From an optimization exercise on the open Yosys and OpenROAD flow, aimed at small area; shortcuts taken in it are not production practice.
Where RTL was checked, it was by simulation tests only, not by an equivalence proof against the original.

==> module ref_delay_line, before the edit <==
module ref_delay_line
(
    input  logic               clk,
    input  logic               rstn,
    input  logic               start,
    input  logic signed [13:0] reff,
    input  logic [2:0]         ptr,
    output logic signed [13:0] x
);
    logic signed [13:0] taps [8];
    logic [3:0]         nf;
    always_ff @(posedge clk)
    begin
        if (start)
        begin
            taps[0] <= reff;
            for (int i = 1; i < 8; i++)
                taps[i] <= taps[i-1];
        end
    end
    always_ff @(posedge clk or negedge rstn)
    begin
        if (!rstn)
            nf <= 4'd0;
        else if (start && !nf[3])
            nf <= nf + 4'd1;
    end
    always_ff @(posedge clk)
        x <= (nf[3] || (ptr < nf[2:0])) ? taps[ptr] : 14'sd0;
endmodule
clock: 12.0 ns
lec_check: 0
cap_margin: 20
core_margin: 2
core_utilization: 65
slew_margin: 20
standard.sh (not shown) runs the stock make flow with config.mk's settings and CLKGATE_MAP_FILE= SYNTH_SCRIPT=/design/flow/synth_recipe.tcl, a recipe that flattens the netlist after the stock synthesis.
==> flow/flow/run.sh <==
#!/bin/bash
# Layout flow: the standard synthesis and layout, with these changes.
#  1. After the standard synthesis (unchanged), flow/invopt.py chooses signal
#     polarities to save inverters: full-adder cells are self-dual, xor2/xnor2
#     and and/or-type cells have complemented twins, and half adders can be
#     rebuilt from an xor and a 2-input gate. Registers are not touched.
#  2. The layout then runs with the smallest port buffers and a coarser
#     clock tree without dummy loads (flow/layout_args.sh).
# Each step writes its full output to a log file in this folder.
set -euo pipefail
R=orfs/results/sky130hd/anc_top/base
bash standard.sh synth > synth.log 2>&1
cp $R/1_2_yosys.v 1_2_yosys_standard.v
python3 flow/invopt.py 1_2_yosys_standard.v $R/1_2_yosys.v > invopt.log 2>&1
touch $R/1_2_yosys.v
source flow/layout_args.sh
bash standard.sh "${LAYOUT_ARGS[@]}" finish > layout.log 2>&1
Other scripts of this flow, unchanged in this note and not shown: flow/flow/invopt.py, flow/flow/layout_args.sh
The starting point passed the timing, DRC and antenna checks.
==> next run, changes <==
--- a/flow/design.v
+++ b/flow/design.v
@@ -68,32 +68,48 @@
     input  logic               rstn,
     input  logic               start,
     input  logic signed [13:0] reff,
     input  logic [2:0]         ptr,
     output logic signed [13:0] x
 );
-    logic signed [13:0] taps [8];
+    logic signed [13:0] ring [8];
+    logic signed [13:0] xin;
+    logic [2:0]         g;
     logic [3:0]         nf;
+    logic               ins;
+    assign ins = (ptr == ~g);
+    always_ff @(posedge clk)
+    begin
+        ring[0] <= ins ? xin : ring[7];
+        for (int i = 1; i < 8; i++)
+            ring[i] <= ring[i-1];
+    end
     always_ff @(posedge clk)
     begin
         if (start)
         begin
-            taps[0] <= reff;
-            for (int i = 1; i < 8; i++)
-                taps[i] <= taps[i-1];
+            xin <= reff;
+            g   <= g + 3'd1;
         end
     end
     always_ff @(posedge clk or negedge rstn)
     begin
         if (!rstn)
             nf <= 4'd0;
         else if (start && !nf[3])
             nf <= nf + 4'd1;
     end
     always_ff @(posedge clk)
-        x <= (nf[3] || (ptr < nf[2:0])) ? taps[ptr] : 14'sd0;
+    begin
+        if (!(nf[3] || (ptr < nf[2:0])))
+            x <= 14'sd0;
+        else if (ptr == 3'd0)
+            x <= xin;
+        else
+            x <= ring[g];
+    end
 endmodule
 module lms_channel
 (
     input  logic               clk,
     input  logic               start,
     input  logic               filter_en,
The changed run finished clean.
Final area climbs by 2.5%.
Sequential share of layout area goes down by 3.1 points.
Synthesized area decreases by 0.55%.
Wire length goes up by 5.9%.
Setup slack is worse by 0.13 ns.
Clock-buffer cell count falls by 1.
Maximum frequency shrinks by 1.1%.
Final cell count increases by 5.0%.
Worst hold slack degrades by 0.0097 ns.
Via count rose by 1.9%.
Synthesized cell count rose by 1.7%.
For the second run of this note, only the layout was checked, not whether the RTL still works.

* * *

## the baseline
Another version of the RTL of anc_top (not shown whole).
Size in the first run: roughly 2600 cells after synthesis, about 60 I/O pins, ~26000 um2 of cells after synthesis.
==> module frame_sequencer, before the edit <==
module frame_sequencer
(
    input  logic       clk,
    input  logic       rstn,
    input  logic       head_flag,
    output logic       start,
    output logic       filter_en,
    output logic       update_en,
    output logic       out_load,
    output logic       last_upd
);
    logic [4:0] s;
    assign start     = (s == 5'd0) && head_flag;
    logic       filt_q;
    logic       upd_q;
    assign filter_en = filt_q;
    assign update_en = upd_q;
    always_ff @(posedge clk or negedge rstn)
    begin
        if (!rstn)
        begin
            filt_q <= 1'b0;
            upd_q  <= 1'b0;
        end
        else
        begin
            filt_q <= (s >= 5'd1) && (s <= 5'd8);       
            upd_q  <= (s >= 5'd9) && (s <= 5'd16);      
        end
    end
    assign out_load  = (s == 5'd10);
    assign last_upd  = (s == 5'd17);
    always_ff @(posedge clk or negedge rstn)
    begin
        if (!rstn)
            s <= 5'd0;
        else if (s == 5'd0)
        begin
            if (head_flag)
                s <= 5'd1;
        end
        else if (s == 5'd18)
        begin
            if (!head_flag)
                s <= 5'd0;
        end
        else
            s <= s + 5'd1;
    end
endmodule
==> module ref_delay_line, before the edit <==
module ref_delay_line
(
    input  logic               clk,
    input  logic               rstn,
    input  logic               start,
    input  logic signed [13:0] reff,
    input  logic [2:0]         ptr,
    output logic signed [13:0] x
);
    logic signed [13:0] ring [8];
    logic signed [13:0] xin;
    logic [2:0]         g;
    logic [3:0]         nf;
    logic               ins;
    assign ins = (ptr == ~g);
    always_ff @(posedge clk)
    begin
        ring[0] <= ins ? xin : ring[7];
        for (int i = 1; i < 8; i++)
            ring[i] <= ring[i-1];
    end
    always_ff @(posedge clk)
    begin
        if (start)
        begin
            xin <= reff;
            g   <= g + 3'd1;
        end
    end
    always_ff @(posedge clk or negedge rstn)
    begin
        if (!rstn)
            nf <= 4'd0;
        else if (start && !nf[3])
            nf <= nf + 4'd1;
    end
    always_ff @(posedge clk)
    begin
        if (!(nf[3] || (ptr < nf[2:0])))
            x <= 14'sd0;
        else if (ptr == 3'd0)
            x <= xin;
        else
            x <= ring[g];
    end
endmodule
==> module lms_channel, before the edit <==
module lms_channel
(
    input  logic               clk,
    input  logic               start,
    input  logic               filter_en,
    input  logic               update_en,
    input  logic               wv,
    input  logic signed [13:0] primary,
    input  logic [6:0]         neg,
    input  logic [6:0]         one,
    input  logic [6:0]         two,
    output logic signed [13:0] err
);
    logic signed [15:0] w [8];
    logic signed [32:0] acc;
    logic signed [15:0] w_rd;
    logic signed [15:0] m;
    logic signed [32:0] addend;
    logic signed [32:0] t;
    logic signed [20:0] y;
    assign w_rd = wv ? w[0] : 16'sd0;
    assign y = ~acc[32:12];
    always_comb
    begin
        if (y[20:13] != {8{y[13]}})
            err = y[20] ? -14'sd8192 : 14'sd8191;
        else
            err = y[13:0];
    end
    assign m      = filter_en ? w_rd : 16'(err);
    assign addend = update_en ? {2'b00, w_rd, 15'd0} : acc;
    anc_mac mac_i (
        .m   (m),
        .neg (neg),
        .one (one),
        .two (two),
        .add (addend),
        .t   (t)
    );
    always_ff @(posedge clk)
    begin
        if (start)
            acc <= {{7{~primary[13]}}, ~primary, 12'd0};
        else if (filter_en)
            acc <= t;
    end
    always_ff @(posedge clk)
    begin
        w[0] <= w[7];
        w[1] <= update_en ? t[30:15] : w[0];
        for (int i = 2; i < 8; i++)
            w[i] <= w[i-1];
    end
endmodule
==> module anc_top, before the edit <==
module anc_top
(
    input  logic        clk,
    input  logic        rstn,
    input  logic        head_flag,
    input  anc_pkg::sample_t reff,
    input  anc_pkg::sample_t primary_a,
    input  anc_pkg::sample_t primary_b,
    output anc_pkg::sample_t dout,
    output logic        frame_done
);
    logic start, filter_en, update_en, out_load, last_upd;
    logic [2:0] ptr;
    logic signed [13:0] x;
    logic signed [13:0] err_a;
    logic signed [13:0] err_b;
    logic wv;
    logic [6:0] neg, one, two;
    for (genvar j = 0; j < 7; j++)
    begin : booth
        logic b2, b1, b0;
        assign b2     = x[2*j+1];
        assign b1     = x[2*j];
        assign b0     = (j == 0) ? 1'b0 : x[2*j-1];
        assign neg[j] = b2 & ~(b1 & b0);
        assign one[j] = b1 ^ b0;
        assign two[j] = (b2 & ~b1 & ~b0) | (~b2 & b1 & b0);
    end
    frame_sequencer seq_i (
        .clk       (clk),
        .rstn      (rstn),
        .head_flag (head_flag),
        .start     (start),
        .filter_en (filter_en),
        .update_en (update_en),
        .out_load  (out_load),
        .last_upd  (last_upd)
    );
    step_counter step_i (
        .clk (clk),
        .ptr (ptr)
    );
    ref_delay_line ref_i (
        .clk   (clk),
        .rstn  (rstn),
        .start (start),
        .reff  (reff),
        .ptr   (ptr),
        .x     (x)
    );
    always_ff @(posedge clk or negedge rstn)
    begin
        if (!rstn)
            wv <= 1'b0;
        else if (last_upd)
            wv <= 1'b1;
    end
    lms_channel chan_a (
        .clk       (clk),
        .start     (start),
        .filter_en (filter_en),
        .update_en (update_en),
        .wv        (wv),
        .primary   (primary_a),
        .neg       (neg),
        .one       (one),
        .two       (two),
        .err       (err_a)
    );
    lms_channel chan_b (
        .clk       (clk),
        .start     (start),
        .filter_en (filter_en),
        .update_en (update_en),
        .wv        (wv),
        .primary   (primary_b),
        .neg       (neg),
        .one       (one),
        .two       (two),
        .err       (err_b)
    );
    always_ff @(posedge clk or negedge rstn)
    begin
        if (!rstn)
        begin
            dout       <= '0;
            frame_done <= 1'b0;
        end
        else
        begin
            frame_done <= out_load;
            if (out_load)
                dout <= err_a + err_b;
        end
    end
endmodule
Settings: LEC_CHECK=0, ABC_AREA=1, CAP_MARGIN=20, CORE_MARGIN=2, CORE_UTILIZATION=65, SLEW_MARGIN=20; clock period 12.0 ns.
Scripts as last shown in full above: flow/flow/run.sh
Other scripts of this flow, unchanged in this note and not shown: flow/flow/invopt.py, flow/flow/layout_args.sh
Edits applied to the flow inputs when going from the baseline to the candidate:
--- a/flow/design.v
+++ b/flow/design.v
@@ -26,10 +26,9 @@
     input  logic       head_flag,
     output logic       start,
     output logic       filter_en,
     output logic       update_en,
-    output logic       out_load,
-    output logic       last_upd
+    output logic       out_load
 );
     logic [4:0] s;
     assign start     = (s == 5'd0) && head_flag;
     logic       filt_q;
@@ -49,9 +48,8 @@
             upd_q  <= (s >= 5'd9) && (s <= 5'd16);      
         end
     end
     assign out_load  = (s == 5'd10);
-    assign last_upd  = (s == 5'd17);
     always_ff @(posedge clk or negedge rstn)
     begin
         if (!rstn)
             s <= 5'd0;
@@ -83,9 +81,10 @@
     input  logic               rstn,
     input  logic               start,
     input  logic signed [13:0] reff,
     input  logic [2:0]         ptr,
-    output logic signed [13:0] x
+    output logic signed [13:0] x,
+    output logic               wv
 );
     logic signed [13:0] ring [8];
     logic signed [13:0] xin;
     logic [2:0]         g;
@@ -112,8 +111,9 @@
             nf <= 4'd0;
         else if (start && !nf[3])
             nf <= nf + 4'd1;
     end
+    assign wv = nf[3] | nf[2] | nf[1];
     always_ff @(posedge clk)
     begin
         if (!(nf[3] || (ptr < nf[2:0])))
             x <= 14'sd0;
@@ -152,9 +152,9 @@
         else
             err = y[13:0];
     end
     assign m      = filter_en ? w_rd : 16'(err);
-    assign addend = update_en ? {2'b00, w_rd, 15'd0} : acc;
+    assign addend = {acc[32:31], update_en ? w_rd : acc[30:15], update_en ? 15'd0 : acc[14:0]};
     anc_mac mac_i (
         .m   (m),
         .neg (neg),
         .one (one),
@@ -1368,9 +1368,9 @@
     input  anc_pkg::sample_t primary_b,
     output anc_pkg::sample_t dout,
     output logic        frame_done
 );
-    logic start, filter_en, update_en, out_load, last_upd;
+    logic start, filter_en, update_en, out_load;
     logic [2:0] ptr;
     logic signed [13:0] x;
     logic signed [13:0] err_a;
     logic signed [13:0] err_b;
@@ -1392,10 +1392,9 @@
         .head_flag (head_flag),
         .start     (start),
         .filter_en (filter_en),
         .update_en (update_en),
-        .out_load  (out_load),
-        .last_upd  (last_upd)
+        .out_load  (out_load)
     );
     step_counter step_i (
         .clk (clk),
         .ptr (ptr)
@@ -1405,17 +1404,11 @@
         .rstn  (rstn),
         .start (start),
         .reff  (reff),
         .ptr   (ptr),
-        .x     (x)
+        .x     (x),
+        .wv    (wv)
     );
-    always_ff @(posedge clk or negedge rstn)
-    begin
-        if (!rstn)
-            wv <= 1'b0;
-        else if (last_upd)
-            wv <= 1'b1;
-    end
     lms_channel chan_a (
         .clk       (clk),
         .start     (start),
         .filter_en (filter_en),
--- outcome ---
Relative to the baseline, critical path depth in cells has gone down in the candidate.
The baseline ended up with sky130_fd_sc_hd__nand2_1 as its leading cell type in the layout, fill and taps excluded; the candidate ended up with sky130_fd_sc_hd__dfxtp_1.
Shortest period the worst path allows up 0.18 ns in the candidate wrt the baseline
Compared with the baseline, the candidate shows met1 track utilization from global routing higher by 0.65 points.
Against the baseline, the candidate comes in 0.054 ns lower on worst hold slack.
The candidate ended with more final routed wire length divided by cell count than the baseline.
The candidate vs the baseline, non-clock buffer count went up by 17%.
Only the layout flow was run in the candidate; the RTL was not checked for function there.

-- separate check: timing with driven ports --
The flow's constraints put no driver on any port. The routed layouts listed below were extracted and timed again, unchanged, in two steps.
Step 1 (the two cells are an assumption about what drives the block):
set clk [get_ports {clk}]
set_driving_cell -lib_cell sky130_fd_sc_hd__clkbuf_16 $clk
set_driving_cell -lib_cell sky130_fd_sc_hd__buf_2 [delete_from_list [all_inputs] $clk]
Step 2 also shifts input and output timing later by t, the mid clock arrival at the registers, as if the neighbouring blocks saw the same clock.
Three values: ideal, step 1, step 2; two values: the first two.
run | t, ns | setup WS [ns] | worst setup path after step 2 | slew at the worst register clock pin (ns)
the first run of note 1 | 0.628 | 0.465 / 0.465 / 0.465 | register to register | 0.11 / 0.11
the second run of note 1 | 0.615 | 0.335 / 0.335 / 0.335 | register to register | 0.11 / 0.11
the baseline | 0.615 | 0.676 / 0.676 / 0.676 | register to register | 0.11 / 0.11
the candidate | 0.625 | 0.501 / 0.501 / 0.501 | register to register | 0.12 / 0.12
After both steps every run listed still meets setup and hold.
